Background: an optimization exercise with open tools, aiming at small area, a short achievable clock period and few clock cycles per item. Do not read the settings as production practice.
Where RTL was checked, it was by simulation tests only, not by an equivalence proof against the original.
No functional check of the RTL was part of run 1.

## flow/design.v (module list and top-level ports; edited modules follow where they fit)
// module ex_stage_mdu: 814 lines
// module mdu_fin: 18 lines
// module mdu_tree: 1062 lines
// module mdu_fa: 10 lines
// module mdu_ha: 9 lines
module ex_stage_mdu (
    input  logic        clock,
    input  logic        reset,
    input  logic        in_valid,
    output logic        in_ready,
    input  logic [4:0]  op,
    input  logic [31:0] operand_a,
    input  logic [31:0] operand_b,
    input  logic [1:0]  fwd_sel_a,
    input  logic [1:0]  fwd_sel_b,
    input  logic [31:0] wb_data,
    input  logic        is_jump,
    input  logic [31:0] pt_wdata_in,
    input  logic [4:0]  pt_rd_in,
    input  logic [31:0] pt_pc_in,
    input  logic        mem_stall,
    input  logic        flush,
    output logic        out_valid,
    output logic [31:0] res_out,
    output logic [31:0] pt_wdata_out,
    output logic [4:0]  pt_rd_out,
    output logic [31:0] pt_pc_out,
    output logic        redirect_valid,
    output logic [31:0] redirect_addr,
    output logic        busy
);
  // ...
==> flow/flow/run.sh <==
#!/bin/bash
# Standard ORFS layout; ports are buffered with a regular buffer instead of
# the delay cell buffer_ports picks by default.
set -euo pipefail
bash standard.sh "BUFFER_PORTS_ARGS=-buffer_cell sky130_fd_sc_hd__buf_2" finish > orfs_make.log 2>&1
==> flow/standard.sh <==
#!/bin/bash
# synth_recipe.tcl (not shown) runs the flow's synth.tcl, then flattens the netlist and writes it again
# the make line also repeats each setting of config.mk as NAME=value (left out here)
make -C /OpenROAD-flow-scripts/flow DESIGN_CONFIG=/design/flow/config.mk WORK_HOME=/design/flow/orfs CLKGATE_MAP_FILE= SYNTH_SCRIPT=/design/flow/synth_recipe.tcl "${@:-finish}"
==> flow/config.mk <==
export PLATFORM = sky130hd
export DESIGN_NAME = ex_stage_mdu
export DESIGN_NICKNAME = ex_stage_mdu
export VERILOG_FILES = /design/flow/design.v
export SDC_FILE = /design/flow/constraint.sdc
export NUM_CORES = 4
export LEC_CHECK = 0
export ABC_AREA = 1
export CAP_MARGIN = 20
export CORE_MARGIN = 2
export CORE_UTILIZATION = 30
export PLACE_DENSITY = 0.9
export SETUP_SLACK_MARGIN = 2.0
export SLEW_MARGIN = 40
export SYNTH_HIERARCHICAL = 1
export SYNTH_MINIMUM_KEEP_SIZE = 0
==> flow/constraint.sdc <==
create_clock -name core_clock -period 16.0 [get_ports {clock}]
set_input_delay 3.2000 -clock core_clock [delete_from_list [all_inputs] [get_ports {clock}]]
set_output_delay 3.2000 -clock core_clock [all_outputs]
set_load 0.01 [all_outputs]
==> results.txt, run 1 <==
Detailed routing:
- The final layout contains routed wiring with a total length of approximately 300 mm.
- Summing over every cut layer, the via total after detailed routing is a little under 70k.

Place:
- The HPWL after detailed placement is roughly 230 mm.

Setup path:
- The worst-case register-to-register setup slack is roughly 3.0 ns.
- The critical path contains buffers and inverters numbering 7 combined.
- The largest fanout on the critical path is 27.

Worst hold path:
- The type of the worst min-delay path is register to register.

Global routing:
- Entering global routing, the biggest net connects 85 pins.
- The global-route met3 utilization is a little under 8%.
- The total overflow reported by the global router is 0.
- The number of antenna violations at the first check in global routing is 16.

Finish:
- The sequential fraction of total cell area is roughly 11%.
- The multi-input combinational area share is a little over two thirds.
- The top cell types in the final layout, fill and taps aside, are sky130_fd_sc_hd__nand2_1 (2412), sky130_fd_sc_hd__inv_1 (852), sky130_fd_sc_hd__xor2_1 (597).
- The sequential cell count is 275.
- The clock buffer count in the final layout is 34.

Synthesis:
- Counting instances in the post-synthesis netlist gives the leading cell types as sky130_fd_sc_hd__nand2_1 (2436), sky130_fd_sc_hd__inv_1 (867), sky130_fd_sc_hd__xor2_1 (615).
- The share of the synthesized area in compound gates (AO/OA/AOI/OAI) is around 16%.
- sky130_fd_sc_hd__fa_1 takes more of the synthesized area than any other cell.
- The number of distinct library cells after synthesis is 68.
- The synthesized netlist devotes about a quarter of its cell area to simple gates.
- The proportion of netlist area held by the largest area contributor is 16.2%.
- The portion of the post-synthesis area used by sequential elements is ~13%.

CTS:
- Once the clock tree was built, the resizer swapped 93 gates to a different size.
- The register clock-pin slew on the reported worst setup and hold paths is ~0.070 ns.
- Post-CTS timing repair inserted 54 buffers for setup.
- The number of buffers inserted during clock tree synthesis is 27.

Run status:
- The flow ran to the end and the layout has no timing, DRC or antenna violations.

Floorplanning:
- The core region is approximately 200000 µm².
- For this configuration, the core starts out at a cell density of 30.1%.
- In this run the core area contains approximately 170 standard-cell rows.

Run:
- Across the run, the number of max-cap violations was 0.

Timing:
- The number of slew-limit violations in the final report is 0.
- The maximum clock frequency is just over 70 MHz.
- The total negative slack is 0 ns.
- At the pin with the least slew margin, the transition time is ~1.0 ns.
- Setup violations remaining at the end of the flow were counted as 0.
- Setup repair after global routing could not meet its margin everywhere.
==> inputs of run 2 (changes only) <==
--- a/flow/design.v
+++ b/flow/design.v
@@ -704,36 +704,31 @@
     assign a_neg    = d_signed && op_a[31];
     assign b_neg    = d_signed && op_b[31];
     assign abs_a    = a_neg ? (~op_a + 32'd1) : op_a;
     assign dvx      = b_neg ? op_b : ~op_b;
     assign dcin     = !b_neg;
     assign b_mag1   = ~dvx;
     assign a_minus_b = {1'b0, abs_a} + {1'b1, dvx} + {32'd0, dcin};
     assign b_zero   = (op_b == 32'd0);
+    assign d_fast   = b_zero || a_minus_b[32];
+    logic [31:0] fast_res;
+    assign fast_res = d_remop ? op_a : {32{b_zero}};
     function automatic logic [5:0] clz32(input logic [31:0] x);
         logic [5:0] n;
         n = 6'd32;
         for (int i = 0; i < 32; i++) if (x[i]) n = 31 - i;
         clz32 = n;
     endfunction
     logic [5:0] clz_a, clz_b, pdiff;
     logic [2:0] m1;
     assign clz_a = clz32(abs_a);
     assign clz_b = clz32(b_mag1);            
     assign pdiff = clz_b - clz_a;            
     assign m1    = pdiff[5] ? 3'd7 : pdiff[4:2];   
-    logic d_one;
-    assign d_one    = !b_zero && (pdiff == 6'd0) && !a_minus_b[32] && !(d_remop && a_neg);
-    assign d_fast   = b_zero || a_minus_b[32] || d_one;
-    logic [31:0] fast_res;
-    always_comb begin
-        if (d_one) fast_res = d_remop ? a_minus_b[31:0] : {{31{a_neg ^ b_neg}}, 1'b1};
-        else       fast_res = d_remop ? op_a : {32{b_zero}};
-    end
     logic [63:0] norm;
     assign norm = {4'd0, abs_a, 28'd0} >> {m1, 2'b00};
     logic [31:0] rem, quo, dvs;
     logic        dvc;
     logic [CW-1:0] cnt;
     logic        q_neg, r_sel;
     logic [31:0] d_wdata, d_pc;
     logic [4:0]  d_rd;
==> run 2 against run 1 <==
Net effect: critical path type unchanged; die area fell by 4.6%; wire length rose by 4.5%; sequential share of layout area rose by 0.18 points; clock skew fell by 0.025 ns; cell count fell by 6.0%; still clean; worst setup slack improved by 0.0033 ns.
==> results.txt, run 2 <==
Floorplanning:
- The die is approximately 440 µm wide.
- Measured along the y axis, the die boundary spans about 440 µm.
- The full die area is 197000 µm².
- The number of core rows is 161 (-2.4%).
- The top-level I/O count is between 300 and 400.
- The starting density of the core is 30.2% (+0.040 points).
- The core box area is 192000 µm² (-4.8%).

CTS:
- Clock latency on the worst-skew pair, taken at its later pin, is about 0.6 ns.
- The register clock-pin slew on the reported worst setup and hold paths came to 0.06 ns (about the same).
- Clock tree synthesis found a total of approximately 280 sinks.
- CTS built an H-tree with a depth of 1.
- The clock passes through at most 3 buffers.
- The CTS tree is yes.
- The number of buffers inserted during clock tree synthesis came to 31 (+15%).
- The root cell of the clock tree is sky130_fd_sc_hd__clkbuf_16.

Timing:
- The worst max-slew margin expressed relative to the limit is between 30% and 40%.
- The total negative slack is 0 ns (unchanged).
- The slew at the pin closest to its max-slew limit is 0.981 ns (-0.0216 ns).
- The number of setup violations in the final report is 0 (unchanged).
- The share of the cycle needed by the critical path after routing is 87.5%.
- Between clock sinks in the finished design, the worst skew comes to between 0.04 and 0.05 ns.
- The worst path meets setup with ~2.0 ns of slack.
- The minimum period implied by the final worst setup slack is roughly 14 ns.
- The number of hold violations in the final report is 0.
- Setup repair after global routing could not meet its margin everywhere.
- The number of slew-limit violations in the final report is 0 (unchanged).
- The maximum clock frequency is 71.4 MHz (about the same).

Global routing:
- The total overflow reported by the global router is 0 (unchanged).
- The number of global-route vias before repair was slightly below 60k.
- The pin count of the biggest net entering global routing is 90 (+5.9%).
- The number of antenna violations at the first check in global routing is 29 (+13).
- The first global-routing pass estimated 433 mm of wire.
- Global routing used between 30% and 40% of the available tracks across all layers.

Detailed routing:
- The total wire length was 311 mm (+4.5%).
- In the final routed layout, each cell accounts on average for 28.3 µm.
- For this run, design rule violations remaining after detail routing come to 0.
- The total vias in the final route is 63.6k (-5.8%).
- The first TritonRoute pass finished after 9 iterations.
- The first routing iteration left ~9.4k violations.
- The remaining antenna violation count after routing is 0.
- Dividing the detail-routed via count by the number of cells gives slightly below 6.

Synthesis:
- The dominant register cell in the synthesized netlist is sky130_fd_sc_hd__edfxtp_1.
- Counting instances in the post-synthesis netlist gives the leading cell types as sky130_fd_sc_hd__nand2_1 (2011), sky130_fd_sc_hd__inv_1 (757), sky130_fd_sc_hd__xor2_1 (679).
- Ranked by total cell area, the synthesized netlist is headed by sky130_fd_sc_hd__fa_1 (17%), sky130_fd_sc_hd__nand2_1 (13%), sky130_fd_sc_hd__xor2_1 (10%).
- The number of distinct library cells after synthesis was 72 (+5.9%).
- The proportion of netlist area held by the largest area contributor is 16.9% (+0.76 points).
- Of all cell types, the one taking the most synthesized area is sky130_fd_sc_hd__fa_1.
- The register bit total from synthesis is 275.
- The simple-gate share of the synthesized area is 23.0% (-2.0 points).
- The portion of the post-synthesis area used by sequential elements is 13.3% (+0.62 points).
- The most common cell in the netlist is sky130_fd_sc_hd__nand2_1.
- After synthesis, the largest family of logic cells by area is adder cells.
- Summing the areas of all xor and xnor instances in the mapped netlist gives 11.6% of the synthesized area.
- The synthesis warning total is 10.
- The post-synthesis mux area share is less than 1%.
- Synthesis produced a netlist whose cell count is just over 8k.
- The share of the synthesized area in compound gates (AO/OA/AOI/OAI) is 16.6% (+0.19 points).
- The synthesized design contains 171 enable-type register cells.
- The synthesized-area fraction occupied by adder cells is about a quarter.
- The mapped netlist covers around 58000 µm².
- The share of async-settable or async-resettable flops after synthesis is a little under two fifths.
- Dividing the synthesized area by the synthesized cell count gives ~7.1 µm².

Setup path:
- The worst setup path is captured at an output pin.
- The worst setup path is launched from an input port.
- The kind of critical path is input port to output pin.
- For the worst setup path, the data required time is approximately 13 ns.
- In this run the critical register-to-register path is launched from quo[31]$_DFFE_PP_.
- The most repeated library cell on the critical path is sky130_fd_sc_hd__nand2_1.
- The largest single stage delay on the critical path is 0.60 ns.
- Data on the critical path arrives at its endpoint at ~11 ns.
- The critical-path cell with the highest stage delay is sky130_fd_sc_hd__fa_1.
- The largest fanout on the critical path was 23 (-15%).
- The launching instance or port of the critical path is fwd_sel_b[0].

Finish:
- Leaving out fill and tap cells, the most frequent cells in the layout are sky130_fd_sc_hd__nand2_1 (1982), sky130_fd_sc_hd__inv_1 (723), sky130_fd_sc_hd__xor2_1 (624).
- The number of nets in the finished design is between 9k and 10k.
- The layout overhead on the synthesized area is 16.7%.
- After filler insertion, the fill cell instance count of the layout stands at around 20k.
- The share of final-layout standard cells stronger than drive strength 1 is 15.7%.
- The most common cell after layout, fill and taps aside is sky130_fd_sc_hd__nand2_1.

Place:
- The weighted congestion reported at the end of routability-driven placement is between 1 and 1.5.
- At the placement stage, the worst setup path has a slack of 0.880 ns.
- The total of buffers placed on input and output ports is about 320.
- The post-detailed-placement half-perimeter wirelength is 249 mm (+6.4%).

Worst hold path:
- The type of the worst min-delay path is register to register.
- The startpoint identified for the worst hold timing path is d_pc[4]$_DFFE_PP_.

Run status:
- The flow ran to the end and the layout has no timing, DRC or antenna violations.

Run:
- The number of maximum-capacitance constraint violations is 0 (unchanged).
[run 2: cell types whose count changed in the layout (fill, tap and decap cells not counted), moves of 58 or more]
cell / previous run / this run
sky130_fd_sc_hd__xnor2_1: 140 / 82
sky130_fd_sc_hd__o21ai_0: 492 / 398
sky130_fd_sc_hd__inv_1: 852 / 723
sky130_fd_sc_hd__nor2_1: 475 / 362
sky130_fd_sc_hd__buf_4: 223 / 375
sky130_fd_sc_hd__nand2_1: 2412 / 1982
[run 2: critical path, delay by kind of cell]
kind	cells	cell delay, ns
AND/OR/NAND/NOR	11	1.33
adder cells (fa/ha/maj)	9	4.04
XOR/XNOR	1	0.17
buffers and inverters	9	1.23
AO/OA/AOI/OAI	4	0.79
[run 2: final cells by class]
cell class                 count  area [µm²]  area share, %
sequential                   275        7730           11.4
inverter                     801        3100           4.57
timing repair inverter         4        28.8         0.0425
tap                         2526        3160           4.66
clock buffer                  33         783           1.16
clock inverter                24         313          0.462
antenna                       15        37.5         0.0554
multi-input combinational   6512       46800           69.0
timing repair buffer         772        5820           8.59
[run 2: repair_timing]
action,4_1_cts,5_1_grt
setup buffers,87,106
pin swaps,26,61
hold buffers,0,0
cloned,5,1
endpoints found under the setup margin,95,96
gates resized for setup,163,260
[run 2: cells by family after synthesis]
kind of cell,Yosys count
AOI/OAI and AO/OA,1637
xor gates and xnor gates,766
adders and majority gates,878
buffers and inverters,1358
DFF,275
muxes,18
other,4
and+or+nand+nor,3193
[run 2: modules after synthesis (local to each module, per instance)]
module | area [µm²] | copies in the design | flops+latches
mdu_fin | 7120 | 1 | 0
mdu_tree | 968 | 1 | 0
ex_stage_mdu | 39800 | 1 | 275
mdu_fa | 20.0 | 481 | 0
mdu_ha | 12.5 | 46 | 0
[run 2: layer usage]
metal  wire length, µm  vias to the layer above  global-route usage [%]  part of all wire, %
met4             34000                       26                    25.4                   11
met3             36000                     1234                    7.56                   12
met2            129000                     4755                    44.9                   42
met5               160                        -                       0                0.052
met1            111000                    30049                    36.4                   36
li1                  -                    27498                       -                    -
[run 2: path summary, 6_finish.rpt]
path                                                end  slack (ns)  depth (start not counted)
min reg2reg                    pt_pc_out[4]$_DFFE_PN0N_        0.46                          2
max                                   redirect_addr[29]        2.00                         34
min in group asynchronous  pt_wdata_out[18]$_DFFE_PN0N_        2.61                          1
min                            pt_pc_out[4]$_DFFE_PN0N_        0.46                          2
max in group asynchronous       res_out[27]$_DFFE_PN0N_       12.28                          2
max reg2reg                      res_out[9]$_DFFE_PN0N_        2.71                         87
[run 2: stage by stage]
stage | cells | hold WS [ns] | instance area, µm² | util [%]
global placement | 10682 | 0.444 | 62600 | 32.5
finish | 10962 | 0.459 | 67800 | 35.2
floorplan | 8144 | 0.442 | 58100 | -
global route | 10948 | 0.489 | 67700 | 35.2
CTS | 10840 | 0.464 | 65500 | 34.1
detailed placement | 10691 | 0.452 | 62800 | 32.7
Testbench counts of run 2, summed over its fixed seeds: cycles 171,619, instrs 160,000.
==> inputs of run 3 (changes only) <==
--- a/flow/config.mk
+++ b/flow/config.mk
@@ -9,7 +9,7 @@
 export CAP_MARGIN = 20
 export CORE_MARGIN = 2
 export CORE_UTILIZATION = 30
-export PLACE_DENSITY = 0.9
+export PLACE_DENSITY = 0.7
 export SETUP_SLACK_MARGIN = 2.0
 export SLEW_MARGIN = 40
 export SYNTH_HIERARCHICAL = 1
==> run 3 against run 2 <==
Net effect: count of clock-buffer cells in the layout rose by 12; non-clock buffer count shrank 91; area after synthesis did not move; wire length decreased by 1.6%; largest cell class unchanged.
==> results.txt, run 3 <==
Detailed routing:
- The first-iteration detailed-routing DRC count is 7594 (-19%).
- The routed length per placed instance is 28.1 µm (-0.90%).
- The first-pass detailed-route iteration total is 8 (-1).
- The total vias in the final route came to 61.4k (-3.3%).
- The number of DRC violations after detailed routing is 0 (unchanged).
- The total wire length is 305 mm (-1.6%).
- The average via count per standard cell is 5.65 (-2.6%).
- The remaining antenna violation count after routing is 0 (unchanged).

Global routing:
- The pin count of the biggest net entering global routing came to 86 (-4.4%).
- The number of global-route vias before repair is 58.9k (-0.85%).
- The global-route wire length before repair is 431 mm (-0.30%).
- The number of antenna violations at the first check in global routing is 23 (-21%).
- The all-layer global routing usage is 30.1% (about the same).
- The total overflow reported by the global router was 0 (unchanged).

Timing:
- The minimum setup slack in the final design came to 2.07 ns (+0.0750 ns).
- The slew at the pin closest to its max-slew limit is 1.00 ns (+0.0231 ns).
- The number of setup violations in the final report is 0 (unchanged).
- The largest clock skew in the final design is 0.0547 ns (+0.0110 ns).
- Setup repair after global routing could not meet its margin everywhere.
- The worst max-slew margin expressed relative to the limit was 32.8% (-1.5 points).
- The minimum period implied by the final worst setup slack is 13.93 ns (-0.0750 ns).
- The share of the cycle needed by the critical path after routing is 87.0% (-0.47 points).
- The number of hold violations in the final report came to 0 (unchanged).
- The total negative slack is 0 ns (unchanged).
- The number of slew-limit violations in the final report came to 0 (unchanged).
- The maximum clock frequency came to 71.8 MHz (+0.54%).

Finish:
- The share of final-layout standard cells stronger than drive strength 1 is 15.1% (-0.67 points).
- The area of all placed cells without fillers is 67100 µm² (-1.0%).
- The layout overhead on the synthesized area is 15.5%.
- The number of nets in the finished design is 9368 (-0.92%).
- The most common cell after layout, fill and taps aside is sky130_fd_sc_hd__nand2_1.
- The top cell types in the final layout, fill and taps aside, are sky130_fd_sc_hd__nand2_1 (1956), sky130_fd_sc_hd__inv_1 (724), sky130_fd_sc_hd__xor2_1 (647).

Floorplanning:
- The core box area is 192000 µm² (unchanged).
- The horizontal die dimension came to 444 µm (unchanged).
- The number of core rows was 161 (unchanged).
- The full die area was 197000 µm² (unchanged).
- The top-level I/O count is 317 (unchanged).
- The starting density of the core was 30.2% (unchanged).
- The y dimension of the die is 444 µm (unchanged).

Synthesis:
- The mean area per synthesized cell is 7.14 µm² (unchanged).
- The portion of the post-synthesis area used by sequential elements is 13.3% (unchanged).
- In the post-synthesis netlist, the biggest area contributors are sky130_fd_sc_hd__fa_1 (17%), sky130_fd_sc_hd__nand2_1 (13%), sky130_fd_sc_hd__xor2_1 (10%).
- The number of enable flip-flop cells after synthesis is 171 (unchanged).
- The synthesized cell area is 58100 µm² (unchanged).
- The register bit total from synthesis is 275 (unchanged).
- The proportion of netlist area held by the largest area contributor is 16.9% (unchanged).
- The cell type contributing the most total cell area after synthesis is sky130_fd_sc_hd__fa_1.
- The number of distinct library cells after synthesis is 72 (unchanged).
- The dominant register cell in the synthesized netlist is sky130_fd_sc_hd__edfxtp_1.
- The synthesis warning total came to 10 (unchanged).
- The gate count of the mapped netlist is 8129 (unchanged).
- The share of async-settable or async-resettable flops after synthesis is 37.5% (unchanged).
- The most common cell in the netlist is sky130_fd_sc_hd__nand2_1.
- Sorting the synthesized cells by how often they occur yields sky130_fd_sc_hd__nand2_1 (2011), sky130_fd_sc_hd__inv_1 (757), sky130_fd_sc_hd__xor2_1 (679).

Setup path:
- The stage delay of the slowest cell on the critical path is 0.61 ns (about the same).
- The critical path is of the input port to output pin type.
- The most repeated library cell on the critical path is sky130_fd_sc_hd__fa_1.
- The required arrival time at the worst endpoint is 12.80 ns (about the same).
- The worst setup path is launched from an input port.
- The worst setup path is captured at an output pin.
- The largest fanout on the critical path is 19 (-17%).
- On the critical path, the stage with the largest delay is an instance of sky130_fd_sc_hd__fa_1.
- The arrival time of the worst setup path is 10.73 ns (-0.07 ns).

Place:
- The post-detailed-placement half-perimeter wirelength came to 251 mm (+0.67%).
- The weighted congestion reported at the end of routability-driven placement is 1.12 (+3.8%).
- The total of buffers placed on input and output ports is 315 (unchanged).
- The worst setup timing slack at the placement stage is 0.808 ns (-0.0714 ns).
- The placed standard-cell area is 62600 µm² (-0.42%).

CTS:
- TritonCTS built the clock tree.
- The root cell of the clock tree is sky130_fd_sc_hd__clkbuf_16.
- The number of buffers on the longest clock path is 3 (unchanged).
- The deepest level of the CTS H-tree is 2 (+1).
- The count of clock tree sinks is 275 (unchanged).
- The register clock-pin slew on the reported worst setup and hold paths came to 0.06 ns (about the same).
- The source-to-sink clock delay at the later pin of the worst-skew pair is 0.60 ns (about the same).
- The number of buffers inserted during clock tree synthesis is 35 (+13%).

Run:
- The number of maximum-capacitance constraint violations is 0 (unchanged).

Worst hold path:
- The type of the worst min-delay path is register to register.

Run status:
- The flow ran to the end and the layout has no timing, DRC or antenna violations.
## run 3: cell counts after synthesis
No cell type changed its count.
## run 3: path summary, 6_finish.rpt
check                      slack [ns]               from                        end  cells after the start
max                              2.07       fwd_sel_b[0]           redirect_addr[6]                     31
min                              0.45  d_pc[6]$_DFFE_PP_   pt_pc_out[6]$_DFFE_PN0N_                      2
max reg2reg                      2.97  quo[31]$_DFFE_PP_    res_out[17]$_DFFE_PN0N_                     93
min reg2reg                      0.45  d_pc[6]$_DFFE_PP_   pt_pc_out[6]$_DFFE_PN0N_                      2
max in group asynchronous       12.06              reset    res_out[30]$_DFFE_PN0N_                      2
min in group asynchronous        2.67              reset  pt_pc_out[14]$_DFFE_PN0N_                      1
## run 3: through the flow
| step | hold slack, ns | std cells | util, % |
|---|---|---|---|
| floorplan | 0.442 | 8144 | - |
| global placement | 0.443 | 10657 | 32.4 |
| detailed placement | 0.451 | 10661 | 32.5 |
| CTS | 0.451 | 10808 | 33.9 |
| global route | 0.475 | 10868 | 34.9 |
| finish | 0.447 | 10880 | 34.9 |
## run 3: kinds of logic after synthesis
| family | after synthesis | synth area share (%) |
|---|---|---|
| simple gates | 3193 | 23.0 |
| buf+inv | 1358 | 9.88 |
| fa+ha+maj | 878 | 25.3 |
| mux | 18 | 0.310 |
| flops | 275 | 13.3 |
| xor+xnor | 766 | 11.6 |
| other cells | 4 | 0.0258 |
| compound gates | 1637 | 16.6 |
## run 3: cell type report
type	count	area [µm²]
Antenna cell	17	42.5
Clock buffer	45	985
Clock inverter	19	294
Fill cell	20371	125000
Inverter	801	3130
Multi-Input combinational cell	6511	46700
Sequential cell	275	7730
Tap cell	2526	3160
Timing Repair Buffer	681	4990
Timing Repair inverter	5	36.3
## run 3: per-layer routing
metal	vias up	wire length, µm	global-route usage (%)
met5	-	106	0
met4	16	31500	24.7
met3	974	30200	7.89
met2	3731	133000	46.2
met1	29404	111000	35.4
li1	27309	-	-
## run 3: critical path: cells and delay by family
family | cells | cell delay (ns)
compound gates | 3 | 0.61
xor+xnor | 1 | 0.24
fa+ha+maj | 9 | 3.97
buf+inv | 10 | 1.49
simple gates | 8 | 1.20
## run 3: per-module statistics from Yosys, one instance, submodules excluded
module,flops+latches,cells
mdu_fa,0,1
mdu_ha,0,1
ex_stage_mdu,275,5890
mdu_tree,0,130
mdu_fin,0,1582
## run 3: repair_timing
| action | in CTS | in global routing |
|---|---|---|
| setup buffers | 80 | 50 |
| gates resized for setup | 118 | 325 |
| pin swaps | 21 | 54 |
| hold buffers | 0 | 0 |
| gates cloned | 3 | 5 |
| endpoints found under the setup margin | 96 | 96 |
| hold endpoints to repair | 0 | 0 |
==> inputs of run 4 (changes only) <==
--- a/flow/config.mk
+++ b/flow/config.mk
@@ -9,7 +9,6 @@
 export CAP_MARGIN = 20
 export CORE_MARGIN = 2
 export CORE_UTILIZATION = 30
-export PLACE_DENSITY = 0.7
 export SETUP_SLACK_MARGIN = 2.0
 export SLEW_MARGIN = 40
 export SYNTH_HIERARCHICAL = 1
==> run 4 against run 3 <==
Net effect: still clean; critical path depth up 1; hold slack improved by 0.0073 ns; core utilization grew 0.27 points; area after synthesis unchanged; worst setup slack improved by 0.044 ns; synthesized cell count unchanged; flip-flop and latch count unchanged.
==> results.txt, run 4 <==
Global routing:
- The global-route wire length before repair was 444 mm (+2.9%).
- The number of antenna violations at the first check in global routing came to 15 (-35%).
- The total overflow reported by the global router is 0 (unchanged).
- The all-layer global routing usage is 30.8% (+0.71 points).
- The number of global-route vias before repair was 61.6k (+4.5%).
- The pin count of the biggest net entering global routing is 80 (-7.0%).

Place:
- The worst setup timing slack at the placement stage is 0.428 ns (-0.381 ns).
- The cell total after placement is 10.7k (+0.63%).
- The post-detailed-placement half-perimeter wirelength was 258 mm (+2.7%).
- The placed standard-cell area is 63200 µm² (+1.0%).
- The weighted congestion reported at the end of routability-driven placement came to 1.07 (-5.0%).
- The total of buffers placed on input and output ports is 315 (unchanged).

Run:
- The number of maximum-capacitance constraint violations is 0 (unchanged).

Detailed routing:
- The total wire length is 316 mm (+3.3%).
- The first-iteration detailed-routing DRC count is 6685 (-12%).
- The first-pass detailed-route iteration total is 6 (-2).
- The average via count per standard cell is 5.66 (+0.33%).
- The number of DRC violations after detailed routing is 0 (unchanged).
- The routed length per placed instance was 28.8 µm (+2.7%).
- The remaining antenna violation count after routing is 0 (unchanged).
- The total vias in the final route came to 62.0k (+0.93%).

Floorplanning:
- The starting density of the core is 30.2% (unchanged).
- The number of core rows is 161 (unchanged).
- The top-level I/O count came to 317 (unchanged).
- The y dimension of the die is 444 µm (unchanged).
- The core box area is 192000 µm² (unchanged).
- The horizontal die dimension is 444 µm (unchanged).
- The full die area is 197000 µm² (unchanged).

CTS:
- The root cell of the clock tree is sky130_fd_sc_hd__clkbuf_16.
- The count of clock tree sinks is 275 (unchanged).
- TritonCTS built the clock tree.
- The source-to-sink clock delay at the later pin of the worst-skew pair is 0.62 ns (+0.02 ns).
- The number of buffers inserted during clock tree synthesis is 29 (-17%).
- The hold-fix buffer count after cts is 0 (unchanged).
- The deepest level of the CTS H-tree is 1 (-1).
- The register clock-pin slew on the reported worst setup and hold paths is 0.07 ns (about the same).
- The number of buffers on the longest clock path came to 3 (unchanged).

Synthesis:
- The dominant register cell in the synthesized netlist is sky130_fd_sc_hd__edfxtp_1.
- Ranked by instance count, the synthesized netlist is headed by sky130_fd_sc_hd__nand2_1 (2011), sky130_fd_sc_hd__inv_1 (757), sky130_fd_sc_hd__xor2_1 (679).
- The portion of the post-synthesis area used by sequential elements is 13.3% (unchanged).
- The simple-gate share of the synthesized area came to 23.0% (unchanged).
- The synthesized cell area is 58100 µm² (unchanged).
- The mean area per synthesized cell was 7.14 µm² (unchanged).
- The post-synthesis mux area share is 0.310% (unchanged).
- The share of async-settable or async-resettable flops after synthesis is 37.5% (unchanged).
- The cell type contributing the most total cell area after synthesis is sky130_fd_sc_hd__fa_1.
- The synthesized-area fraction occupied by adder cells was 25.3% (unchanged).
- The most common cell in the netlist is sky130_fd_sc_hd__nand2_1.
- Sorting the synthesized cells by area gives the leading types as sky130_fd_sc_hd__fa_1 (17%), sky130_fd_sc_hd__nand2_1 (13%), sky130_fd_sc_hd__xor2_1 (10%).
- The number of distinct library cells after synthesis came to 72 (unchanged).
- The register bit total from synthesis was 275 (unchanged).
- The synthesis warning total is 10 (unchanged).
- The proportion of netlist area held by the largest area contributor is 16.9% (unchanged).
- The number of enable flip-flop cells after synthesis came to 171 (unchanged).
- By area, the combinational part of the netlist is dominated by adder cells.
- The xor/xnor share of the synthesized area is 11.6% (unchanged).
- The share of the synthesized area in compound gates (AO/OA/AOI/OAI) is 16.6% (unchanged).
- The gate count of the mapped netlist is 8129 (unchanged).

Finish:
- The number of nets in the finished design is 9440 (+0.77%).
- The top cell types in the final layout, fill and taps aside, are sky130_fd_sc_hd__nand2_1 (1994), sky130_fd_sc_hd__inv_1 (732), sky130_fd_sc_hd__xor2_1 (633).
- The area of all placed cells without fillers is 67600 µm² (+0.77%).
- The count of fill cells added during filler insertion is 20.3k (-0.39%).
- The share of final-layout standard cells stronger than drive strength 1 is 15.3% (+0.18 points).
- The layout overhead on the synthesized area is 16.4%.
- The most common cell after layout, fill and taps aside is sky130_fd_sc_hd__nand2_1.
- The area of combinational cells with multiple inputs is 46800 µm² (+0.13%).
- The combined flip-flop and latch cell area is 7730 µm² (about the same).
- The post-route core utilization was 35.1% (+0.27 points).
- The count of placed standard cells in the final layout, fillers left out is 10.9k (+0.60%).

Setup path:
- The worst setup path is of the input port to output pin kind.
- In this design, the critical path's most frequently occurring cell is sky130_fd_sc_hd__fa_1.
- The worst-case register-to-register setup slack was 2.93 ns (-0.04 ns).
- The worst setup path is launched from an input port.
- The startpoint identified for the worst register-to-register timing path is quo[31]$_DFFE_PP_.
- The stage delay of the slowest cell on the critical path is 0.62 ns (about the same).
- For this design, the slowest cell found on the critical path is sky130_fd_sc_hd__fa_1.
- The type of destination of the critical path is an output pin.
- The required arrival time at the worst endpoint is 12.80 ns (about the same).
- The worst reg2reg path depth is 98 (+5.4%).
- The largest fanout on the critical path was 16 (-3).
- The worst reg2reg path endpoint is res_out[31]$_DFFE_PN0N_.
- The arrival time of the worst setup path is 10.68 ns (-0.05 ns).

Run status:
- The flow ran to the end and the layout has no timing, DRC or antenna violations.

Timing:
- The total negative slack came to 0 ns (unchanged).
- The number of setup violations in the final report is 0 (unchanged).
- The slew at the pin closest to its max-slew limit came to 1.03 ns (+0.0298 ns).
- The maximum clock frequency is 72.0 MHz (+0.32%).
- The number of hold violations in the final report is 0 (unchanged).
- The number of slew-limit violations in the final report is 0 (unchanged).
- The largest clock skew in the final design is 0.0337 ns (-0.0210 ns).
- The worst max-slew margin expressed relative to the limit is 30.8% (-2.0 points).
- The minimum period implied by the final worst setup slack is 13.88 ns (-0.0443 ns).
- The minimum setup slack in the final design is 2.12 ns (+0.0443 ns).
- Setup repair after global routing could not meet its margin everywhere.
- The share of the cycle needed by the critical path after routing is 86.8% (-0.28 points).

Worst hold path:
- The launch point of the worst hold path is d_pc[4]$_DFFE_PP_.
- In this run the worst hold path is classified as register to register.
- The instance count along the most critical hold path was 2 (unchanged).
- The sink of the worst hold path is pt_pc_out[4]$_DFFE_PN0N_.
-- run 4: logic make-up after synthesis --
| group | after synthesis |
|---|---|
| AND/OR/NAND/NOR | 3193 |
| AO/OA/AOI/OAI | 1637 |
| buffers and inverters | 1358 |
| adder cells (fa/ha/maj) | 878 |
| XOR/XNOR | 766 |
| flip-flops | 275 |
| multiplexers | 18 |
| other | 4 |
-- run 4: Yosys stat by module (local to each module, per instance) --
module | flops+latches | cells | times used
mdu_tree | 0 | 130 | 1
mdu_fa | 0 | 1 | 481
ex_stage_mdu | 275 | 5890 | 1
mdu_ha | 0 | 1 | 46
mdu_fin | 0 | 1582 | 1
-- run 4: worst max-delay path by stage --
stage,from,end,depth (start not counted)
global placement,fwd_sel_b[0],redirect_addr[21],29
detailed placement,fwd_sel_b[0],redirect_addr[29],31
floorplan,fwd_sel_b[0],redirect_addr[20],33
global route,quo[31]$_DFFE_PP_,res_out[26]$_DFFE_PN0N_,96
finish,fwd_sel_b[0],redirect_addr[13],32
CTS,fwd_sel_b[0],redirect_addr[2],32
-- run 4: final cells by class --
cell class              count  share of cell area [%]
clock inverters            14                   0.204
diodes                     14                  0.0518
repair buffers            762                    8.62
flip-flops and latches    275                    11.4
multi-input cells        6511                    69.2
repair inverters            2                  0.0278
inverters                 801                    4.58
clock buffers              40                    1.21
well taps                2526                    4.68
-- run 4: timing repair --
action,in CTS,in global routing
cloned,1,4
setup endpoints to repair,75,96
pin swaps,26,53
setup buffers,70,65
resized for setup,132,260
-- run 4: worst max-delay path: cells and delay by family --
family          cells  cell delay [ns]
compound gates      3             0.41
xor+xnor            1             0.31
fa+ha+maj           9             4.15
buf+inv             9             1.19
simple gates       10             1.40
-- run 4: metal layers --
layer | GRT usage [%] | wire length (µm) | share of wire, %
met2 | 49.9 | 143000 | 45
met3 | 4.90 | 23400 | 7.4
met4 | 24.7 | 31700 | 10
met5 | 0 | 40 | 0.013
met1 | 36.2 | 118000 | 37
-- run 4: through the flow --
step	hold slack, ns
2_1_floorplan	0.442
3_3_place_gp	0.443
3_5_place_dp	0.450
4_1_cts	0.458
5_1_grt	0.480
6_report	0.455
==> inputs of run 5 (changes only) <==
--- a/flow/config.mk
+++ b/flow/config.mk
@@ -9,6 +9,7 @@
 export CAP_MARGIN = 20
 export CORE_MARGIN = 2
 export CORE_UTILIZATION = 30
+export PLACE_DENSITY = 0.8
 export SETUP_SLACK_MARGIN = 2.0
 export SLEW_MARGIN = 40
 export SYNTH_HIERARCHICAL = 1
==> run 5 against run 4 <==
Net effect: still clean on timing, DRC and antenna; critical path depth grew 1; global-route usage shrank 3.1 points; area after synthesis is the same; cell count shrank 0.92%; clock skew shrank 0.0069 ns; synthesized cell count is the same; sequential share of layout area grew 0.26 points; largest cell class unchanged; first-iteration DRC count grew 24%; die area is the same; non-clock buffer count shrank 108.
==> results.txt, run 5 <==
Synthesis:
- The proportion of netlist area held by the largest area contributor is 16.9% (unchanged).
- The gate count of the mapped netlist is 8129 (unchanged).
- The mean area per synthesized cell was 7.14 µm² (unchanged).
- In the post-synthesis netlist, the cell with the most instances is sky130_fd_sc_hd__nand2_1.
- The register bit total from synthesis is 275 (unchanged).
- The number of enable flip-flop cells after synthesis is 171 (unchanged).
- The portion of the post-synthesis area used by sequential elements is 13.3% (unchanged).
- The dominant register cell in the synthesized netlist is sky130_fd_sc_hd__edfxtp_1.
- The synthesized cell area is 58100 µm² (unchanged).
- The synthesized design spends more area on one cell type than any other, namely sky130_fd_sc_hd__fa_1.
- The number of distinct library cells after synthesis was 72 (unchanged).
- Ranked by instance count, the synthesized netlist is headed by sky130_fd_sc_hd__nand2_1 (2011), sky130_fd_sc_hd__inv_1 (757), sky130_fd_sc_hd__xor2_1 (679).
- The share of async-settable or async-resettable flops after synthesis is 37.5% (unchanged).
- Sorting the synthesized cells by area gives the leading types as sky130_fd_sc_hd__fa_1 (17%), sky130_fd_sc_hd__nand2_1 (13%), sky130_fd_sc_hd__xor2_1 (10%).
- The synthesis warning total is 10 (unchanged).

Detailed routing:
- The remaining antenna violation count after routing is 0 (unchanged).
- The routed length per placed instance is 26.5 µm (-8.2%).
- The first-pass detailed-route iteration total came to 8 (+2).
- The average via count per standard cell is 5.74 (+1.3%).
- The number of DRC violations after detailed routing is 0 (unchanged).
- The first-iteration detailed-routing DRC count is 8316 (+24%).
- The total vias in the final route came to 62.2k (+0.35%).
- The total wire length came to 287 mm (-9.1%).

Global routing:
- The number of antenna violations at the first check in global routing is 29 (+14).
- The all-layer global routing usage came to 27.8% (-3.1 points).
- The number of global-route vias before repair is 58.4k (-5.1%).
- The pin count of the biggest net entering global routing is 85 (+6.3%).
- The total overflow reported by the global router came to 0 (unchanged).
- The global-route wire length before repair is 407 mm (-8.3%).

Timing:
- The slew at the pin closest to its max-slew limit is 0.962 ns (-0.0712 ns).
- The number of setup violations in the final report is 0 (unchanged).
- The minimum period implied by the final worst setup slack came to 13.99 ns (+0.104 ns).
- Setup repair after global routing left no endpoint under its margin.
- The worst max-slew margin expressed relative to the limit is 35.2% (+4.3 points).
- The number of slew-limit violations in the final report is 0 (unchanged).
- The maximum clock frequency is 71.5 MHz (-0.74%).
- The largest clock skew in the final design is 0.0267 ns (-0.00693 ns).
- The number of hold violations in the final report is 0 (unchanged).
- The total negative slack is 0 ns (unchanged).
- The share of the cycle needed by the critical path after routing is 87.4% (+0.65 points).

CTS:
- The number of buffers on the longest clock path is 3 (unchanged).
- The hold-fix buffer count after cts is 0 (unchanged).
- The number of buffers inserted during clock tree synthesis is 31 (+6.9%).
- The register clock-pin slew on the reported worst setup and hold paths was 0.06 ns (about the same).
- The CTS tree is yes.
- The count of clock tree sinks came to 275 (unchanged).
- The source-to-sink clock delay at the later pin of the worst-skew pair is 0.59 ns (-0.03 ns).
- The deepest level of the CTS H-tree is 1 (unchanged).
- The root cell of the clock tree is sky130_fd_sc_hd__clkbuf_16.

Setup path:
- The largest delay contributor family on the critical path is adder cells.
- The worst setup path is of the input port to output pin kind.
- The required arrival time at the worst endpoint is 12.80 ns (about the same).
- The most repeated library cell on the critical path is sky130_fd_sc_hd__nand2_1.
- The critical path starts at fwd_sel_b[0].
- The critical-path cell with the highest stage delay is sky130_fd_sc_hd__fa_2.
- The buffer and inverter count on the worst path is 8 (-1).
- The largest fanout on the critical path is 23 (+7).
- The arrival time of the worst setup path was 10.79 ns (+0.11 ns).
- The startpoint identified for the worst register-to-register timing path is quo[31]$_DFFE_PP_.
- STA classifies the critical path startpoint as an input port.
- The worst reg2reg path depth was 92 (-6.1%).
- The stage delay of the slowest cell on the critical path came to 0.69 ns (+0.07 ns).
- In this run the critical register-to-register path is captured at res_out[16]$_DFFE_PN0N_.
- The worst-case register-to-register setup slack is 2.77 ns (-0.16 ns).
- The type of destination of the critical path is an output pin.

Floorplanning:
- The horizontal die dimension was 444 µm (unchanged).
- The top-level I/O count was 317 (unchanged).
- The number of core rows is 161 (unchanged).
- The starting density of the core is 30.2% (unchanged).
- The core box area is 192000 µm² (unchanged).
- The y dimension of the die was 444 µm (unchanged).
- The full die area is 197000 µm² (unchanged).

Place:
- The weighted congestion reported at the end of routability-driven placement is 1.10 (+2.8%).
- The post-detailed-placement half-perimeter wirelength is 229 mm (-11%).
- The cell total after placement is 10.6k (-0.80%).
- The total of buffers placed on input and output ports was 315 (unchanged).

Finish:
- The most common cell after layout, fill and taps aside is sky130_fd_sc_hd__nand2_1.
- The count of fill cells added during filler insertion is 20.2k (-0.67%).
- The library cells used most frequently in the layout, excluding fill and tap cells, are sky130_fd_sc_hd__nand2_1 (1975), sky130_fd_sc_hd__inv_1 (731), sky130_fd_sc_hd__xor2_1 (661).
- The share of final-layout standard cells stronger than drive strength 1 is 13.7% (-1.6 points).
- The count of placed standard cells in the final layout, fillers left out was 10.8k (-0.92%).
- The number of nets in the finished design is 9337 (-1.1%).
- The post-route core utilization is 34.3% (-0.79 points).
- Compared with the post-synthesis result, the final layout area differs by 13.8%.

Worst hold path:
- The worst hold path begins at d_pc[16]$_DFFE_PP_.
- The instance count along the most critical hold path is 2 (unchanged).
- The sink of the worst hold path is pt_pc_out[16]$_DFFE_PN0N_.
- The type of the worst min-delay path is register to register.

Run status:
- The run finished with no timing, DRC or antenna violations.

Run:
- The number of maximum-capacitance constraint violations came to 0 (unchanged).
run 5: repair_timing:
| action | in CTS | in global routing |
|---|---|---|
| endpoints found under the setup margin | 96 | 96 |
| gates cloned | 5 | 4 |
| pin swaps | 22 | 35 |
| setup buffers | 65 | 56 |
| gates resized for setup | 115 | 205 |
run 5: area by class of cell:
type,instances,area [µm²],share of cell area [%]
multi-input cells,6513,46300,70.1
flip-flops and latches,275,7730,11.7
repair buffers,654,4650,7.03
well taps,2526,3160,4.78
inverters,801,3080,4.67
clock buffers,40,850,1.29
clock inverters,17,205,0.311
diodes,15,37.5,0.0568
repair inverters,3,21.3,0.0322
run 5: kinds of logic after synthesis:
group                    count (synthesis)  synth area share [%]
flip-flops                             275                  13.3
AND/OR/NAND/NOR                       3193                  23.0
other                                    4                0.0258
XOR/XNOR                               766                  11.6
adder cells (fa/ha/maj)                878                  25.3
buffers and inverters                 1358                  9.88
multiplexers                            18                 0.310
AO/OA/AOI/OAI                         1637                  16.6
run 5: metal layers:
layer,GRT usage (%),up-vias,routed length [µm]
met4,23.3,34,31200
met3,8.42,1247,36800
met5,0,-,219
li1,-,27294,-
met1,33.1,29079,101000
met2,40.9,4569,117000
run 5: worst max path at each step:
stage / to / slack, ns / cells after the start
2_1_floorplan: redirect_addr[20] / 2.07 / 33
3_3_place_gp: redirect_addr[27] / 0.76 / 28
3_5_place_dp: redirect_addr[19] / 1.11 / 29
4_1_cts: redirect_addr[19] / 1.99 / 31
5_1_grt: res_out[5]$_DFFE_PN0N_ / 1.85 / 93
6_report: redirect_addr[19] / 2.01 / 33
run 5: modules after synthesis, one instance, submodules excluded:
| module | copies in the design | flip-flops and latches |
|---|---|---|
| mdu_ha | 46 | 0 |
| mdu_fin | 1 | 0 |
| mdu_fa | 481 | 0 |
| ex_stage_mdu | 1 | 275 |
| mdu_tree | 1 | 0 |
run 5: stage by stage:
stage | hold WS, ns | cell area, µm² | setup WS, ns
6_report | 0.460 | 66100 | 2.01
5_1_grt | 0.475 | 66100 | 1.85
4_1_cts | 0.453 | 64600 | 1.99
3_5_place_dp | 0.450 | 62400 | 1.11
3_3_place_gp | 0.444 | 62200 | 0.757
2_1_floorplan | 0.442 | 58100 | 2.07
run 5: worst min-delay path, cell delays in order (launching register included):
cell	delay, ns
sky130_fd_sc_hd__edfxtp_1	0.32
sky130_fd_sc_hd__nand2_1	0.05
sky130_fd_sc_hd__nand3_1	0.06
==> inputs of run 6 (changes only) <==
--- a/flow/config.mk
+++ b/flow/config.mk
@@ -6,11 +6,11 @@
 export NUM_CORES = 4
 export LEC_CHECK = 0
 export ABC_AREA = 1
-export CAP_MARGIN = 20
+export CAP_MARGIN = 10
 export CORE_MARGIN = 2
 export CORE_UTILIZATION = 30
 export PLACE_DENSITY = 0.8
 export SETUP_SLACK_MARGIN = 2.0
-export SLEW_MARGIN = 40
+export SLEW_MARGIN = 20
 export SYNTH_HIERARCHICAL = 1
 export SYNTH_MINIMUM_KEEP_SIZE = 0
==> run 6 against run 5 <==
Net effect: register-to-register slack better by 0.03 ns; worst setup slack got worse by 0.095 ns; critical path type unchanged; clock skew grew 0.016 ns; wire length grew 0.25%; cell count grew 0.23%; highest routed layer unchanged.
==> results.txt, run 6 <==
Run status:
- The run finished with no timing, DRC or antenna violations.

Setup path:
- The required arrival time at the worst endpoint is 12.80 ns (about the same).
- The kind of critical path is input port to output pin.
- The largest fanout on the critical path was 23 (unchanged).
- The stage delay of the slowest cell on the critical path is 0.67 ns (-0.02 ns).
- Among cell families on the critical path, the largest total delay comes from adder cells.
- In this run the critical register-to-register path is launched from quo[31]$_DFFE_PP_.
- In this run the critical register-to-register path is captured at res_out[19]$_DFFE_PN0N_.
- STA classifies the critical path endpoint as an output pin.
- The most repeated library cell on the critical path is sky130_fd_sc_hd__nand2_1.
- STA classifies the critical path startpoint as an input port.
- The worst reg2reg path depth is 91 (-1.1%).
- The worst-case register-to-register setup slack was 2.80 ns (+0.03 ns).
- The cell count along the critical path is 33 (unchanged).
- The buffer and inverter count on the worst path was 8 (unchanged).
- Tracing the worst setup path back leads to its startpoint at fwd_sel_b[0].
- The critical-path cell with the highest stage delay is sky130_fd_sc_hd__fa_2.
- The most critical setup path has its endpoint at redirect_addr[19].
- The arrival time of the worst setup path is 10.88 ns (+0.09 ns).

Synthesis:
- The gate count of the mapped netlist came to 8129 (unchanged).
- The mean area per synthesized cell came to 7.14 µm² (unchanged).
- Counting instances in the post-synthesis netlist gives the leading cell types as sky130_fd_sc_hd__nand2_1 (2011), sky130_fd_sc_hd__inv_1 (757), sky130_fd_sc_hd__xor2_1 (679).
- The proportion of netlist area held by the largest area contributor is 16.9% (unchanged).
- The register bit total from synthesis is 275 (unchanged).
- The cell type contributing the most total cell area after synthesis is sky130_fd_sc_hd__fa_1.
- The share of async-settable or async-resettable flops after synthesis came to 37.5% (unchanged).
- The number of enable flip-flop cells after synthesis is 171 (unchanged).
- The synthesized cell area is 58100 µm² (unchanged).
- The number of distinct library cells after synthesis is 72 (unchanged).
- The dominant register cell in the synthesized netlist is sky130_fd_sc_hd__edfxtp_1.
- By area the synthesized netlist is led by sky130_fd_sc_hd__fa_1 (17%), sky130_fd_sc_hd__nand2_1 (13%), sky130_fd_sc_hd__xor2_1 (10%).
- The synthesis warning total was 10 (unchanged).
- The portion of the post-synthesis area used by sequential elements is 13.3% (unchanged).
- Yosys instantiated no cell more often than sky130_fd_sc_hd__nand2_1.

Global routing:
- The number of global-route vias before repair is 58.1k (-0.55%).
- The pin count of the biggest net entering global routing is 85 (unchanged).
- The number of antenna violations at the first check in global routing is 30 (+3.4%).
- The all-layer global routing usage is 27.9% (+0.12 points).
- The global-route wire length before repair was 407 mm (about the same).
- The total overflow reported by the global router is 0 (unchanged).

CTS:
- The count of clock tree sinks is 275 (unchanged).
- The number of buffers inserted during clock tree synthesis is 31 (unchanged).
- The root cell of the clock tree is sky130_fd_sc_hd__clkbuf_16.
- The hold-fix buffer count after cts is 0 (unchanged).
- The deepest level of the CTS H-tree is 1 (unchanged).
- The register clock-pin slew on the reported worst setup and hold paths is 0.06 ns (about the same).
- The number of buffers on the longest clock path is 3 (unchanged).
- TritonCTS built the clock tree.
- The source-to-sink clock delay at the later pin of the worst-skew pair is 0.60 ns (about the same).

Timing:
- The number of hold violations in the final report was 0 (unchanged).
- The number of slew-limit violations in the final report is 0 (unchanged).
- The largest clock skew in the final design is 0.0425 ns (+0.0157 ns).
- The slew at the pin closest to its max-slew limit is 1.27 ns (+0.307 ns).
- The minimum period implied by the final worst setup slack is 14.08 ns (+0.0952 ns).
- The share of the cycle needed by the critical path after routing is 88.0% (+0.60 points).
- The maximum clock frequency came to 71.0 MHz (-0.68%).
- Setup repair after global routing could not meet its margin everywhere.
- The number of setup violations in the final report came to 0 (unchanged).
- The worst max-slew margin expressed relative to the limit came to 15.0% (-20 points).
- The total negative slack is 0 ns (unchanged).

Worst hold path:
- In this run the worst hold path is classified as register to register.
- The worst hold path begins at d_wdata[19]$_DFFE_PP_.
- The instance count along the most critical hold path is 2 (unchanged).

Detailed routing:
- The first-iteration detailed-routing DRC count is 8891 (+6.9%).
- The remaining antenna violation count after routing is 0 (unchanged).
- The total wire length is 288 mm (+0.25%).
- The total vias in the final route was 62.6k (+0.57%).
- The first-pass detailed-route iteration total is 7 (-1).
- The routed length per placed instance came to 26.5 µm (about the same).
- The routed metal-1 wirelength was 102 mm (+1.2%).
- The number of DRC violations after detailed routing is 0 (unchanged).
- The total met3 wirelength after detailed routing is 36.5 mm (-0.80%).
- The routed length on met2 is 120 mm (+1.8%).
- The top metal layer carrying routed signals is met5.
- The average via count per standard cell is 5.76 (+0.34%).

Finish:
- The count of fill cells added during filler insertion came to 20.1k (-0.050%).
- The share of final-layout standard cells stronger than drive strength 1 is 13.7% (+0.042 points).
- The layout overhead on the synthesized area is 13.8% (about the same).
- The area of combinational cells with multiple inputs is 46200 µm² (-0.20%).
- The number of nets in the finished design is 9355 (+0.19%).
- The post-route core utilization is 34.4% (about the same).
- The combined flip-flop and latch cell area is 7730 µm² (unchanged).
- The library cell used most frequently in the layout, excluding fill and tap cells, is sky130_fd_sc_hd__nand2_1.
- The library cells used most frequently in the layout, excluding fill and tap cells, are sky130_fd_sc_hd__nand2_1 (1975), sky130_fd_sc_hd__inv_1 (736), sky130_fd_sc_hd__xor2_1 (668).

Floorplanning:
- The horizontal die dimension is 444 µm (unchanged).
- The number of core rows is 161 (unchanged).
- The top-level I/O count is 317 (unchanged).
- The full die area is 197000 µm² (unchanged).
- The y dimension of the die is 444 µm (unchanged).
- The starting density of the core was 30.2% (unchanged).
- The core box area came to 192000 µm² (unchanged).

Run:
- The number of maximum-capacitance constraint violations is 0 (unchanged).

Place:
- The weighted congestion reported at the end of routability-driven placement was 1.10 (unchanged).
- The total of buffers placed on input and output ports was 315 (unchanged).
- The post-detailed-placement half-perimeter wirelength is 228 mm (-0.13%).
run 6: per-module statistics from Yosys, one instance, submodules excluded:
module | cell area [µm²] | copies in the design | flip-flops and latches
mdu_ha | 12.5 | 46 | 0
mdu_fin | 7120 | 1 | 0
mdu_tree | 968 | 1 | 0
ex_stage_mdu | 39800 | 1 | 275
mdu_fa | 20.0 | 481 | 0
run 6: cells by family (layout without fill, tap and decap cells):
kind of cell | count (synthesis) | after routing | synth area share, %
other | 4 | 41 | 0.0258
flip-flops | 275 | 275 | 13.3
AND/OR/NAND/NOR | 3193 | 3197 | 23.0
XOR/XNOR | 766 | 766 | 11.6
multiplexers | 18 | 18 | 0.310
adder cells (fa/ha/maj) | 878 | 878 | 25.3
buffers and inverters | 1358 | 1531 | 9.88
AO/OA/AOI/OAI | 1637 | 1637 | 16.6
run 6: area by class of cell:
| cell class | count | area share, % |
|---|---|---|
| multi-input cells | 6515 | 70.0 |
| repair buffers | 668 | 7.12 |
| well taps | 2526 | 4.78 |
| diodes | 22 | 0.0833 |
| inverters | 801 | 4.67 |
| clock inverters | 17 | 0.326 |
| repair inverters | 5 | 0.0473 |
| flip-flops and latches | 275 | 11.7 |
| clock buffers | 40 | 1.30 |
run 6: worst min-delay path by stage:
stage                                    to
5_1_grt           pt_pc_out[16]$_DFFE_PN0N_
4_1_cts           pt_pc_out[16]$_DFFE_PN0N_
3_5_place_dp   pt_wdata_out[19]$_DFFE_PN0N_
6_report       pt_wdata_out[19]$_DFFE_PN0N_
2_1_floorplan     pt_pc_out[10]$_DFFE_PN0N_
3_3_place_gp   pt_wdata_out[22]$_DFFE_PN0N_
run 6: stage by stage:
step | setup slack, ns | instances | hold slack, ns | instance area (µm²)
floorplan | 2.07 | 8144 | 0.442 | 58100
global placement | 0.757 | 10637 | 0.444 | 62200
detailed placement | 0.785 | 10637 | 0.449 | 62200
CTS | 2.00 | 10771 | 0.462 | 64600
global route | 1.84 | 10854 | 0.477 | 66100
finish | 1.92 | 10869 | 0.459 | 66100
run 6: what timing repair did:
action / in CTS / in global routing
setup buffers: 68 / 74
setup endpoints to repair: 96 / 96
gates resized for setup: 129 / 189
pin swaps: 22 / 34
gates cloned: 9 / 2
run 6: layer usage:
layer	global-route usage [%]	vias up
met5	0	-
met4	22.1	26
met3	8.82	1237
met2	41.1	4707
met1	33.4	29280
li1	-	27329
run 6: worst min-delay path, stage by stage (launching register included):
cell                       delay, ns
sky130_fd_sc_hd__edfxtp_1       0.32
sky130_fd_sc_hd__nand2_1        0.05
sky130_fd_sc_hd__nand3_1        0.06
==> inputs of run 7 (changes only) <==
--- a/flow/config.mk
+++ b/flow/config.mk
@@ -6,11 +6,11 @@
 export NUM_CORES = 4
 export LEC_CHECK = 0
 export ABC_AREA = 1
-export CAP_MARGIN = 10
+export CAP_MARGIN = 20
 export CORE_MARGIN = 2
 export CORE_UTILIZATION = 30
 export PLACE_DENSITY = 0.8
-export SETUP_SLACK_MARGIN = 2.0
-export SLEW_MARGIN = 20
+export SETUP_SLACK_MARGIN = 2.5
+export SLEW_MARGIN = 40
 export SYNTH_HIERARCHICAL = 1
 export SYNTH_MINIMUM_KEEP_SIZE = 0
==> run 7 against run 6 <==
Net effect: still clean; register-to-register slack improved by 0.36 ns; fmax rose by 2.9%; count of clock-buffer cells in the layout grew 6.
==> results.txt, run 7 <==
Timing:
- The number of setup violations in the final report is 0 (unchanged).
- The minimum setup slack in the final design is 2.31 ns (+0.393 ns).
- The total negative slack is 0 ns (unchanged).
- Setup repair after global routing could not meet its margin everywhere.
- The maximum clock frequency is 73.1 MHz (+2.9%).
- The largest clock skew in the final design was 0.0432 ns (+0.000715 ns).
- The number of hold violations in the final report is 0 (unchanged).
- The worst max-slew margin expressed relative to the limit is 16.8% (+1.7 points).
- The share of the cycle needed by the critical path after routing is 85.6% (-2.5 points).
- The minimum period implied by the final worst setup slack was 13.69 ns (-0.393 ns).
- The number of slew-limit violations in the final report is 0 (unchanged).
- The slew at the pin closest to its max-slew limit is 1.24 ns (-0.0346 ns).

Synthesis:
- The most common cell in the netlist is sky130_fd_sc_hd__nand2_1.
- The gate count of the mapped netlist is 8129 (unchanged).
- The synthesized cell area is 58100 µm² (unchanged).
- By count the netlist is led by sky130_fd_sc_hd__nand2_1 (2011), sky130_fd_sc_hd__inv_1 (757), sky130_fd_sc_hd__xor2_1 (679).
- Among all flip-flop cells after synthesis, the most frequent one is sky130_fd_sc_hd__edfxtp_1.
- The mean area per synthesized cell is 7.14 µm² (unchanged).
- The share of async-settable or async-resettable flops after synthesis was 37.5% (unchanged).
- The proportion of netlist area held by the largest area contributor is 16.9% (unchanged).
- Summed over all instances, the cell type with the most area after synthesis is sky130_fd_sc_hd__fa_1.
- The portion of the post-synthesis area used by sequential elements is 13.3% (unchanged).
- The number of distinct library cells after synthesis is 72 (unchanged).
- The number of enable flip-flop cells after synthesis is 171 (unchanged).
- The synthesis warning total came to 10 (unchanged).
- By area the synthesized netlist is led by sky130_fd_sc_hd__fa_1 (17%), sky130_fd_sc_hd__nand2_1 (13%), sky130_fd_sc_hd__xor2_1 (10%).
- The register bit total from synthesis is 275 (unchanged).

Finish:
- The number of nets in the finished design is 9430 (+0.80%).
- The count of fill cells added during filler insertion is 19.7k (-2.2%).
- In the layout the commonest cells are sky130_fd_sc_hd__nand2_1 (1916), sky130_fd_sc_hd__inv_1 (716), sky130_fd_sc_hd__xor2_1 (573).
- The share of final-layout standard cells stronger than drive strength 1 is 18.5% (+4.8 points).
- Compared with the post-synthesis result, the final layout area differs by 20.5%.
- The most common cell after layout, fill and taps aside is sky130_fd_sc_hd__nand2_1.

Worst hold path:
- The instance count along the most critical hold path is 2 (unchanged).
- The startpoint identified for the worst hold timing path is d_wdata[16]$_DFFE_PP_.
- The sink of the worst hold path is pt_wdata_out[16]$_DFFE_PN0N_.
- The type of the worst min-delay path is register to register.

CTS:
- The CTS tree is yes.
- The root cell of the clock tree is sky130_fd_sc_hd__clkbuf_16.
- The deepest level of the CTS H-tree was 2 (+1).
- The number of buffers on the longest clock path came to 3 (unchanged).
- The number of buffers inserted during clock tree synthesis is 35 (+13%).
- The register clock-pin slew on the reported worst setup and hold paths came to 0.06 ns (about the same).
- The source-to-sink clock delay at the later pin of the worst-skew pair is 0.56 ns (-0.04 ns).
- The count of clock tree sinks is 275 (unchanged).
- The hold-fix buffer count after cts is 0 (unchanged).

Setup path:
- The arrival time of the worst setup path is 10.49 ns (-0.39 ns).
- The worst setup path is captured at an output pin.
- The worst setup path is launched from an input port.
- The launching instance or port of the critical path is fwd_sel_b[0].
- The worst reg2reg path depth is 90 (-1.1%).
- The largest fanout on the critical path is 15 (-35%).
- The most repeated library cell on the critical path is sky130_fd_sc_hd__nand2_1.
- The stage delay of the slowest cell on the critical path was 0.57 ns (-0.10 ns).
- The reg-to-reg startpoint is dvc$_DFFE_PP_.
- The worst-case register-to-register setup slack was 3.16 ns (+0.36 ns).
- The required arrival time at the worst endpoint was 12.80 ns (about the same).
- By startpoint and endpoint, the worst setup path is classified as input port to output pin.
- The worst reg2reg path endpoint is res_out[19]$_DFFE_PN0N_.
- On the critical path, the stage with the largest delay is an instance of sky130_fd_sc_hd__fa_1.

Floorplanning:
- The full die area came to 197000 µm² (unchanged).
- The y dimension of the die is 444 µm (unchanged).
- The number of core rows is 161 (unchanged).
- The top-level I/O count is 317 (unchanged).
- The starting density of the core is 30.2% (unchanged).
- The core box area is 192000 µm² (unchanged).
- The horizontal die dimension is 444 µm (unchanged).

Run status:
- The flow ran to the end and the layout has no timing, DRC or antenna violations.

Detailed routing:
- The average via count per standard cell was 5.84 (+1.5%).
- The number of DRC violations after detailed routing is 0 (unchanged).
- The first-iteration detailed-routing DRC count is 9509 (+7.0%).
- The total vias in the final route is 64.1k (+2.4%).
- The routed length per placed instance is 27.3 µm (+3.2%).
- The first-pass detailed-route iteration total is 9 (+2).
- The total wire length is 299 mm (+4.1%).
- The remaining antenna violation count after routing is 0 (unchanged).

Place:
- The total of buffers placed on input and output ports is 315 (unchanged).
- The post-detailed-placement half-perimeter wirelength is 231 mm (+1.4%).
- The weighted congestion reported at the end of routability-driven placement was 1.12 (+2.0%).
- The worst setup timing slack at the placement stage is 0.764 ns (-0.0204 ns).

Run:
- The number of maximum-capacitance constraint violations is 0 (unchanged).

Global routing:
- The total overflow reported by the global router came to 0 (unchanged).
- The number of global-route vias before repair is 59.8k (+2.9%).
- The pin count of the biggest net entering global routing came to 80 (-5.9%).
- The global-route wire length before repair is 417 mm (+2.5%).
- The number of antenna violations at the first check in global routing came to 20 (-33%).
- The all-layer global routing usage is 28.7% (+0.83 points).
run 7: cell counts after synthesis:
No cell type changed its count.
run 7: worst max-delay path: cells and delay by family:
kind	cells	cell delay [ns]
buffers and inverters	11	1.55
and+or+nand+nor	12	1.76
adders and majority gates	7	3.33
AOI/OAI and AO/OA	3	0.61
run 7: cells by family (layout without fill, tap and decap cells):
group / after synthesis / count (layout) / synth area share [%]
XOR/XNOR: 766 / 766 / 11.6
buffers and inverters: 1358 / 1610 / 9.88
multiplexers: 18 / 18 / 0.310
adder cells (fa/ha/maj): 878 / 878 / 25.3
other: 4 / 59 / 0.0258
AND/OR/NAND/NOR: 3193 / 3194 / 23.0
flip-flops: 275 / 275 / 13.3
AO/OA/AOI/OAI: 1637 / 1637 / 16.6
run 7: Yosys stat by module, one instance, submodules excluded:
module / area (µm²) / flip-flops and latches
ex_stage_mdu: 39800 / 275
mdu_fin: 7120 / 0
mdu_tree: 968 / 0
mdu_fa: 20.0 / 0
mdu_ha: 12.5 / 0
run 7: routing by layer:
layer	wire length (µm)	vias to the layer above	GRT usage (%)
met4	32400	12	23.8
met2	122000	5192	41.7
met3	40300	1413	9.59
li1	-	27418	-
met1	105000	30019	34.2
met5	121	-	0.122
run 7: stage by stage:
stage	cells	utilization [%]	hold slack (ns)	area, µm²
floorplan	8144	-	0.442	58200
global placement	10616	32.3	0.443	62100
detailed placement	10622	32.4	0.450	62300
CTS	10833	34.7	0.462	66800
global route	10952	36.3	0.475	69900
finish	10963	36.4	0.459	69900
run 7: final cells by class:
class	instances	area (µm²)	area share (%)
diodes	40	100	0.143
multi-input cells	6512	48500	69.4
clock inverters	16	131	0.188
repair buffers	744	6180	8.84
clock buffers	46	948	1.36
flip-flops and latches	275	7730	11.1
inverters	801	3110	4.45
repair inverters	3	26.3	0.0376
well taps	2526	3160	4.52
run 7: how the worst max path moves through the flow:
stage | slack, ns | cells past startpoint | to
2_1_floorplan | 2.50 | 35 | redirect_addr[30]
4_1_cts | 2.49 | 33 | redirect_addr[25]
5_1_grt | 2.23 | 35 | redirect_addr[17]
6_report | 2.31 | 33 | redirect_addr[24]
3_5_place_dp | 0.76 | 31 | redirect_addr[22]
3_3_place_gp | 0.64 | 30 | redirect_addr[27]
run 7: what timing repair did:
item | 4_1_cts | 5_1_grt
setup endpoints to repair | 96 | 96
cloned | 9 | 6
buffers inserted | 140 | 80
gates resized for setup | 414 | 418
pin swaps | 91 | 146

-- separate check: timing with driven ports --
Ports are ideal in the flow. The routed layouts listed here were re-timed in OpenROAD.
Step 1, drivers: a clkbuf_16 drives clock and a buf_2 each remaining input, both assumed.
Step 2 times the ports against the registers' clock, not the clock port: input delays grow and output delays shrink by t, the midpoint of the rising clock arrivals with the driver on.
Three values: no drivers, after step 1, after step 2; two values: the first two.
run | t, ns | setup WS [ns] | clock arrival spread, ns | worst data-port slew with drivers (ns) | pins driven straight from the clock port
run 1 | 0.653 | 1.994 / 1.968 / 1.968 | 0.068 / 0.069 | 0.08 | 1
run 2 | 0.639 | 1.997 / 1.975 / 1.975 | 0.045 / 0.045 | 0.12 | 1
run 3 | 0.635 | 2.072 / 2.048 / 2.048 | 0.056 / 0.055 | 0.14 | 1
run 4 | 0.665 | 2.117 / 2.096 / 2.096 | 0.034 / 0.033 | 0.14 | 1
run 5 | 0.639 | 2.013 / 1.959 / 1.959 | 0.026 / 0.027 | 0.32 | 1
run 6 | 0.639 | 1.918 / 1.896 / 1.896 | 0.043 / 0.043 | 0.29 | 1
run 7 | 0.601 | 2.311 / 2.283 / 2.283 | 0.043 / 0.043 | 0.37 | 1
After both steps every run listed still meets setup and hold. For run 5, which loses most, drivers alone change the setup slack by -0.054 ns; drivers and shift together by -0.054 ns.
